What follows belongs to an exercise in optimizing a design on an open flow for small area; a production flow would make more cautious choices. RTL that was checked went through simulation tests only; none was proved equivalent to the original. No activity file was given, so power comes from the tool's default toggle rates.

==> run a: inputs <==
==> flow/design.v (excerpt) <==
module lcd_ctrl_top #(
    parameter int unsigned T_POWER      = 750000,   
    parameter int unsigned T_WAKE1      = 205000,
    parameter int unsigned T_WAKE2      = 500,
    parameter int unsigned T_CMD        = 2000,     
    parameter int unsigned T_CLEAR      = 82000,    
    parameter int unsigned T_E_PULSE    = 12,
    parameter int unsigned T_NIBBLE_GAP = 50
) (
    input  logic       clk,
    input  logic       rst,
    input  logic       wb_cyc,
    input  logic       wb_stb,
    input  logic       wb_we,
    input  logic [5:0] wb_adr,
    input  logic [7:0] wb_dat_w,
    output logic [7:0] wb_dat_r,
    output logic       wb_ack,
    output logic       lcd_e,
    output logic       lcd_rs,
    output logic [3:0] lcd_data
);
    typedef logic [19:0] cnt_t;
    localparam logic [2:0] P_LOW  = 3'd0;   
    localparam logic [2:0] P_E1   = 3'd1;   
    localparam logic [2:0] P_GAP  = 3'd2;
    localparam logic [2:0] P_E2   = 3'd3;   
    localparam logic [2:0] P_POST = 3'd4;   
    localparam logic [2:0] P_IDLE = 3'd5;
    localparam logic [2:0] P_RST  = 3'd6;   
    logic [2:0] ph;
    cnt_t       cnt;
    logic [4:0] idx;      
    logic       init;     
    logic       addr;     
    logic [3:0] nib;      
    logic [1:0] stat_q;   
    logic [7:0] text_buf [32];
    logic busy, ready, acc, wr_ok, start, tc, fetch;
    logic is_char, nib_only, clear_cmd, last;
    logic [4:0] rd_idx;
    logic [7:0] rd_byte;
    logic [3:0] cmd_hi, cmd_lo, rd_nib, chr_nib;
    assign busy  = (ph != P_IDLE);
    assign ready = !init;
    assign acc   = wb_cyc && wb_stb && !wb_ack;
    assign wr_ok = acc && wb_we && !busy;
  ...
Settings: LEC_CHECK=0, CAP_MARGIN=0, CORE_MARGIN=2, CORE_UTILIZATION=75, SLEW_MARGIN=0, SYNTH_HIERARCHICAL=1, SYNTH_MINIMUM_KEEP_SIZE=0; clock period 20.0 ns.
standard.sh (not shown) runs the stock make flow with config.mk's settings and CLKGATE_MAP_FILE= SYNTH_SCRIPT=/design/flow/synth_recipe.tcl, a recipe that flattens the netlist after the stock synthesis.
==> flow/flow/run.sh <==
#!/bin/bash
# Layout flow: the standard flow (standard.sh) with two changes made
# through ORFS's own knobs:
#  - clock tree synthesis without dummy loads, with larger sink clusters
#  - port buffers use the smallest buffer cell
set -e
cp standard.sh standard_sh.log
export CTS_ARGS="-sink_clustering_enable -repair_clock_nets -dont_use_dummy_load -sink_clustering_size 16 -sink_clustering_max_diameter 60 -buf_list sky130_fd_sc_hd__clkbuf_8"
export BUFFER_PORTS_ARGS="-buffer_cell sky130_fd_sc_hd__buf_1"
bash standard.sh > standard.log 2>&1
==> run b (differences from run a) <==
--- a/flow/design.v
+++ b/flow/design.v
@@ -1,21 +1,13 @@
 `timescale 1ns/10ps
 `timescale 1ns/10ps
 `timescale 1ns/10ps
 `timescale 1ns/10ps
 `timescale 1ns/10ps
 `default_nettype none
-module lcd_ctrl_top #(
-    parameter int unsigned T_POWER      = 750000,   
-    parameter int unsigned T_WAKE1      = 205000,
-    parameter int unsigned T_WAKE2      = 500,
-    parameter int unsigned T_CMD        = 2000,     
-    parameter int unsigned T_CLEAR      = 82000,    
-    parameter int unsigned T_E_PULSE    = 12,
-    parameter int unsigned T_NIBBLE_GAP = 50
-) (
+module lcd_ctrl_top (
     input  logic       clk,
     input  logic       rst,
     input  logic       wb_cyc,
     input  logic       wb_stb,
     input  logic       wb_we,
     input  logic [5:0] wb_adr,
@@ -24,12 +16,23 @@
     output logic       wb_ack,
     output logic       lcd_e,
     output logic       lcd_rs,
     output logic [3:0] lcd_data
 );
     typedef logic [19:0] cnt_t;
+    localparam cnt_t L_1      = 20'h2F378;   
+    localparam cnt_t L_2      = 20'h979BC;   
+    localparam cnt_t L_E      = 20'h3C4BC;   
+    localparam cnt_t L_GAP    = 20'h07DBD;   
+    localparam cnt_t L_WAKE2  = 20'h5F03B;   
+    localparam cnt_t L_CMD    = 20'h370BF;   
+    localparam cnt_t L_WAKE3  = 20'h8DC2F;   
+    localparam cnt_t L_CLEAR  = 20'h0400E;   
+    localparam cnt_t L_WAKE1  = 20'h2F43B;   
+    localparam cnt_t L_POWER  = 20'h6A037;   
+    localparam cnt_t TERM     = 20'h5E6F0;
     localparam logic [2:0] P_LOW  = 3'd0;   
     localparam logic [2:0] P_E1   = 3'd1;   
     localparam logic [2:0] P_GAP  = 3'd2;
     localparam logic [2:0] P_E2   = 3'd3;   
     localparam logic [2:0] P_POST = 3'd4;   
     localparam logic [2:0] P_IDLE = 3'd5;
@@ -49,13 +52,13 @@
     logic [3:0] cmd_hi, cmd_lo, rd_nib, chr_nib;
     assign busy  = (ph != P_IDLE);
     assign ready = !init;
     assign acc   = wb_cyc && wb_stb && !wb_ack;
     assign wr_ok = acc && wb_we && !busy;
     assign start = wr_ok && (wb_adr == 6'd32) && wb_dat_w[0];
-    assign tc    = (cnt == '0);
+    assign tc    = (cnt == TERM);
     assign is_char   = !init && !addr;
     assign nib_only  = init && !idx[2];           
     assign clear_cmd = init && (idx == 5'd31);
     assign last      = is_char && (idx == 5'd31);
     always_comb begin
         cmd_hi = 4'h0;
@@ -74,15 +77,29 @@
         end
     end
     assign fetch   = busy && !wb_ack;
     assign rd_idx  = fetch ? idx : wb_adr[4:0];
     assign rd_nib  = (ph == P_GAP) ? rd_byte[3:0] : rd_byte[7:4];
     assign chr_nib = wb_ack ? nib : rd_nib;
-    logic [31:0] rd_sel;
-    always_comb
-        for (int i = 0; i < 32; i++) rd_sel[i] = (rd_idx == 5'(i));
+    logic [3:0]  dec_lo, dec_wlo;
+    logic [7:0]  dec_hi;
+    logic [31:0] rd_sel, wr_en, wr_en_n;
+    always_comb begin
+        for (int j = 0; j < 4; j++) begin
+            dec_lo[j]  = (rd_idx[1:0] == 2'(j));
+            dec_wlo[j] = dec_lo[j] && wr_ok && !wb_adr[5];
+        end
+        for (int k = 0; k < 8; k++) dec_hi[k] = (rd_idx[4:2] == 3'(k));
+    end
+    for (genvar i = 0; i < 32; i++) begin : g_dec
+        lcd_dec_cell u_dec (
+            .lo(dec_lo[i % 4]), .wlo(dec_wlo[i % 4]), .hi(dec_hi[i / 4]), .clr(init),
+            .sel(rd_sel[i]), .en_n(wr_en_n[i])
+        );
+        lcd_inv u_en (.a(wr_en_n[i]), .y(wr_en[i]));
+    end
     logic [255:0] buf_flat;
     always_comb
         for (int i = 0; i < 32; i++) buf_flat[8*i +: 8] = text_buf[i];
     lcd_rd_sel rd_sel_i (.sel(rd_sel), .buf_q(buf_flat), .q(rd_byte));
     always_comb begin
         if (!wb_adr[5])              wb_dat_r = rd_byte;
@@ -92,19 +109,13 @@
     always_ff @(posedge clk) begin
         stat_q <= {ready, busy};
         nib    <= rd_nib;
     end
     logic [7:0] wr_data;
     assign wr_data = init ? 8'h20 : wb_dat_w;
-    logic [31:0]  wr_en, wr_en_n;
     logic [255:0] buf_next;
-    always_comb
-        for (int i = 0; i < 32; i++) begin
-            wr_en[i]   = init || (wr_ok && !wb_adr[5] && rd_sel[i]);
-            wr_en_n[i] = !wr_en[i];
-        end
     lcd_wr_sel wr_sel_i (.en(wr_en), .en_n(wr_en_n), .wd(wr_data), .buf_q(buf_flat),
                          .d(buf_next));
     always_ff @(posedge clk)
         for (int i = 0; i < 32; i++) text_buf[i] <= buf_next[8*i +: 8];
     always_ff @(posedge clk or posedge rst) begin
         if (rst) wb_ack <= 1'b0;
@@ -123,62 +134,62 @@
         step   = 1'b0;
         rise   = 1'b0;
         case (ph)
             P_RST: begin
                 ph_nx  = P_LOW;
                 ld     = 1'b1;
-                ld_val = cnt_t'(T_POWER);
+                ld_val = L_POWER;
             end
             P_LOW: if (tc) begin
                 ph_nx  = P_E1;
                 ld     = 1'b1;
-                ld_val = cnt_t'(T_E_PULSE - 1);
+                ld_val = L_E;
                 rise   = 1'b1;
             end
             P_E1: if (tc) begin
                 ld = 1'b1;
                 if (nib_only) begin
                     ph_nx = P_LOW;
                     step  = 1'b1;
                     case (idx[1:0])
-                        2'd0:    ld_val = cnt_t'(T_WAKE1 + 2);
-                        2'd1:    ld_val = cnt_t'(T_WAKE2 + 2);
-                        default: ld_val = cnt_t'(T_CMD + 2);
+                        2'd0:    ld_val = L_WAKE1;
+                        2'd1:    ld_val = L_WAKE2;
+                        default: ld_val = L_WAKE3;
                     endcase
                 end else begin
                     ph_nx  = P_GAP;
-                    ld_val = cnt_t'(T_NIBBLE_GAP - 1);
+                    ld_val = L_GAP;
                 end
             end
             P_GAP: if (tc) begin
                 ph_nx  = P_E2;
                 ld     = 1'b1;
-                ld_val = cnt_t'(T_E_PULSE - 1);
+                ld_val = L_E;
                 rise   = 1'b1;
             end
             P_E2: if (tc) begin
                 ph_nx  = P_POST;
                 ld     = 1'b1;
-                ld_val = clear_cmd ? cnt_t'(T_CLEAR) : cnt_t'(T_CMD);
+                ld_val = clear_cmd ? L_CLEAR : L_CMD;
             end
             P_POST: if (tc) begin
                 ph_nx  = last ? P_IDLE : P_LOW;
                 ld     = 1'b1;
-                ld_val = cnt_t'(1);
+                ld_val = L_1;
                 step   = 1'b1;
             end
             P_IDLE: if (start) begin
                 ph_nx  = P_LOW;
                 ld     = 1'b1;
-                ld_val = cnt_t'(2);
+                ld_val = L_2;
             end
             default: ph_nx = P_IDLE;
         endcase
     end
     always_ff @(posedge clk)
-        cnt <= ld ? ld_val : cnt - 1'b1;
+        cnt <= ld ? ld_val : {cnt[18:0], cnt[19] ^ cnt[16]};
     always_ff @(posedge clk or posedge rst) begin
         if (rst) begin
             ph       <= P_RST;
             idx      <= 5'd24;
             init     <= 1'b1;
             addr     <= 1'b0;
@@ -199,12 +210,29 @@
                     if (idx == 5'd31) init <= 1'b0;
                 end
             end
         end
     end
 endmodule
+module lcd_dec_cell (
+    input  logic lo,
+    input  logic wlo,
+    input  logic hi,
+    input  logic clr,
+    output logic sel,
+    output logic en_n
+);
+    assign sel  = lo && hi;
+    assign en_n = !(clr || (wlo && hi));
+endmodule
+module lcd_inv (
+    input  logic a,
+    output logic y
+);
+    assign y = !a;
+endmodule
 module lcd_rd_sel (
     input  logic [31:0]  sel,
     input  logic [255:0] buf_q,
     output logic [7:0]   q
 );
     logic [10:0] grp_n [8];   
Settings changed: CORE_UTILIZATION 75 to 85.
==> run c (differences from run a) <==
--- a/flow/design.v
+++ b/flow/design.v
@@ -88,13 +88,13 @@
         if (!wb_adr[5])              wb_dat_r = rd_byte;
         else if (wb_adr == 6'd33)    wb_dat_r = {6'b0, stat_q};
         else                         wb_dat_r = 8'h00;
     end
     always_ff @(posedge clk) begin
         stat_q <= {ready, busy};
-        nib    <= rd_nib;
+        if (!wb_ack && (ph == P_LOW || ph == P_GAP)) nib <= rd_nib;
     end
     logic [7:0] wr_data;
     assign wr_data = init ? 8'h20 : wb_dat_w;
     logic [31:0]  wr_en, wr_en_n;
     logic [255:0] buf_next;
     always_comb
@@ -206,37 +206,33 @@
     input  logic [31:0]  sel,
     input  logic [255:0] buf_q,
     output logic [7:0]   q
 );
     logic [10:0] grp_n [8];   
     for (genvar b = 0; b < 8; b++) begin : g_bit
-        for (genvar g = 0; g < 10; g++) begin : g_grp
-            lcd_sel3 u_sel3 (
-                .s  (sel[3*g +: 3]),
-                .d  ({buf_q[8*(3*g+2) + b], buf_q[8*(3*g+1) + b], buf_q[8*(3*g) + b]}),
-                .y_n(grp_n[b][g])
-            );
-        end
-        lcd_sel2 u_sel2 (
-            .s  (sel[31:30]),
-            .d  ({buf_q[8*31 + b], buf_q[8*30 + b]}),
-            .y_n(grp_n[b][10])
-        );
+        for (genvar g = 0; g < 11; g++) begin : g_grp
+            localparam int I0 = 3 * g;
+            localparam int N  = (g == 10) ? 2 : 3;
+            logic [2:0] s3, d3;
+            for (genvar k = 0; k < 3; k++) begin : g_k
+                if (k < N) begin : g_on
+                    assign s3[k] = sel[I0 + k];
+                    assign d3[k] = buf_q[8 * (I0 + k) + b];
+                end else begin : g_off
+                    assign s3[k] = 1'b0;
+                    assign d3[k] = 1'b0;
+                end
+            end
+            lcd_sel3 u_sel3 (.s(s3), .d(d3), .y_n(grp_n[b][g]));
+        end
         assign q[b] = ~&grp_n[b];
     end
 endmodule
 module lcd_sel3 (
     input  logic [2:0] s,
     input  logic [2:0] d,
-    output logic       y_n
-);
-    assign y_n = ~|(s & d);
-endmodule
-module lcd_sel2 (
-    input  logic [1:0] s,
-    input  logic [1:0] d,
     output logic       y_n
 );
     assign y_n = ~|(s & d);
 endmodule
 module lcd_wr_sel (
     input  logic [31:0]  en,
==> flow/run.sh (new file) <==
#!/bin/bash
# synth_recipe.tcl (not shown) runs the flow's synth.tcl, then flattens the netlist and writes it again
# the make line also repeats each setting of config.mk as NAME=value (left out here)
make -C /OpenROAD-flow-scripts/flow DESIGN_CONFIG=/design/flow/config.mk WORK_HOME=/design/flow/orfs CLKGATE_MAP_FILE= SYNTH_SCRIPT=/design/flow/synth_recipe.tcl finish
Settings changed: CAP_MARGIN 0 to 20, CTS_BUF_LIST set to sky130_fd_sc_hd__clkbuf_4, SLEW_MARGIN 0 to 20.
removed: flow/flow/run.sh
removed: flow/standard.sh
==> qor summary <==
| quantity | run a | run b | run c |
|---|---|---|---|
| Internal power summed over all cells | 706 uW | 699 uW | 1.02 mW |
| Share of layout cells above drive strength 1 | 7.59% | 7.80% | 13.9% |
| Switching component of the power | 210 uW | 201 uW | 398 uW |
| Result of the run | complete, no violations | finished with violations | complete, no violations |
| Layout check failures | - | capacitance limit, slew limit | - |
| Clk cell area share | 2.42% | 2.47% | 6.78% |
| Starting utilization of the core area | 77.2% | 86.9% | 75.7% |
| Weighted congestion reported at the end of routability-driven placement | 1.03 | 1.03 | 1.06 |
| Routed WL | 34200 um | 34900 um | 36700 um |
| Startpoint of the tightest hold check path | cnt[11] | cnt[18] | text_buf[29][7] |
| Slowest cell on crit path | sky130_fd_sc_hd__nor3_1 | sky130_fd_sc_hd__a222oi_1 | sky130_fd_sc_hd__mux2i_1 |
| Final period util | 54.9% | 56.2% | 60.0% |
| Multi-input gate share of total cell area | 44.9% | 42.7% | 42.2% |
| FMAX | 91.1 MHz | 89.0 MHz | 83.3 MHz |
| Clock latency reported for the late side of the worst-skew pair | 0.56 ns | 0.57 ns | 0.70 ns |
| Post-synth EDFFs | 0 | 0 | 4 |
| Via count of the first global-routing pass | 9270 | 9499 | 10200 |
| GR Layer Usage met1 | 55.1% | 60.1% | 56.0% |
| Portion of netlist area occupied by mux cells | 2.35% | 1.10% | 2.20% |
| Rows | 46 | 43 | 47 |
| Number of cells in the design after placement | 1300 | 1248 | 1329 |
No functional check of the RTL was part of run a.

==> separate check: timing with driven ports <==
How much do the figures lean on ideal ports? The routed layouts below were timed once more, with nothing changed but the port constraints.
Step 1: set_driving_cell puts a clkbuf_16 on clk and a buf_2 on each other input, an assumption about the parent block.
Step 2, shift: input delay + t, output delay - t, t = (earliest + latest rising clock arrival at the registers) / 2. This alone moves slack from input paths to output paths.
Slacks: ideal ports / drivers / drivers and shift; pairs: ideal ports / drivers.
| run | t, ns | setup WS [ns] | clock arrival spread, ns |
|---|---|---|---|
| run a | 0.585 | 9.028 / 8.990 / 8.990 | 0.029 / 0.029 |
| run b | 0.589 | 8.769 / 8.746 / 8.746 | 0.040 / 0.041 |
| run c | 0.724 | 7.990 / 7.967 / 7.967 | 0.039 / 0.039 |
The setup slack of run a, which loses most, moves by -0.038 ns with the drivers and by -0.038 ns with both steps.
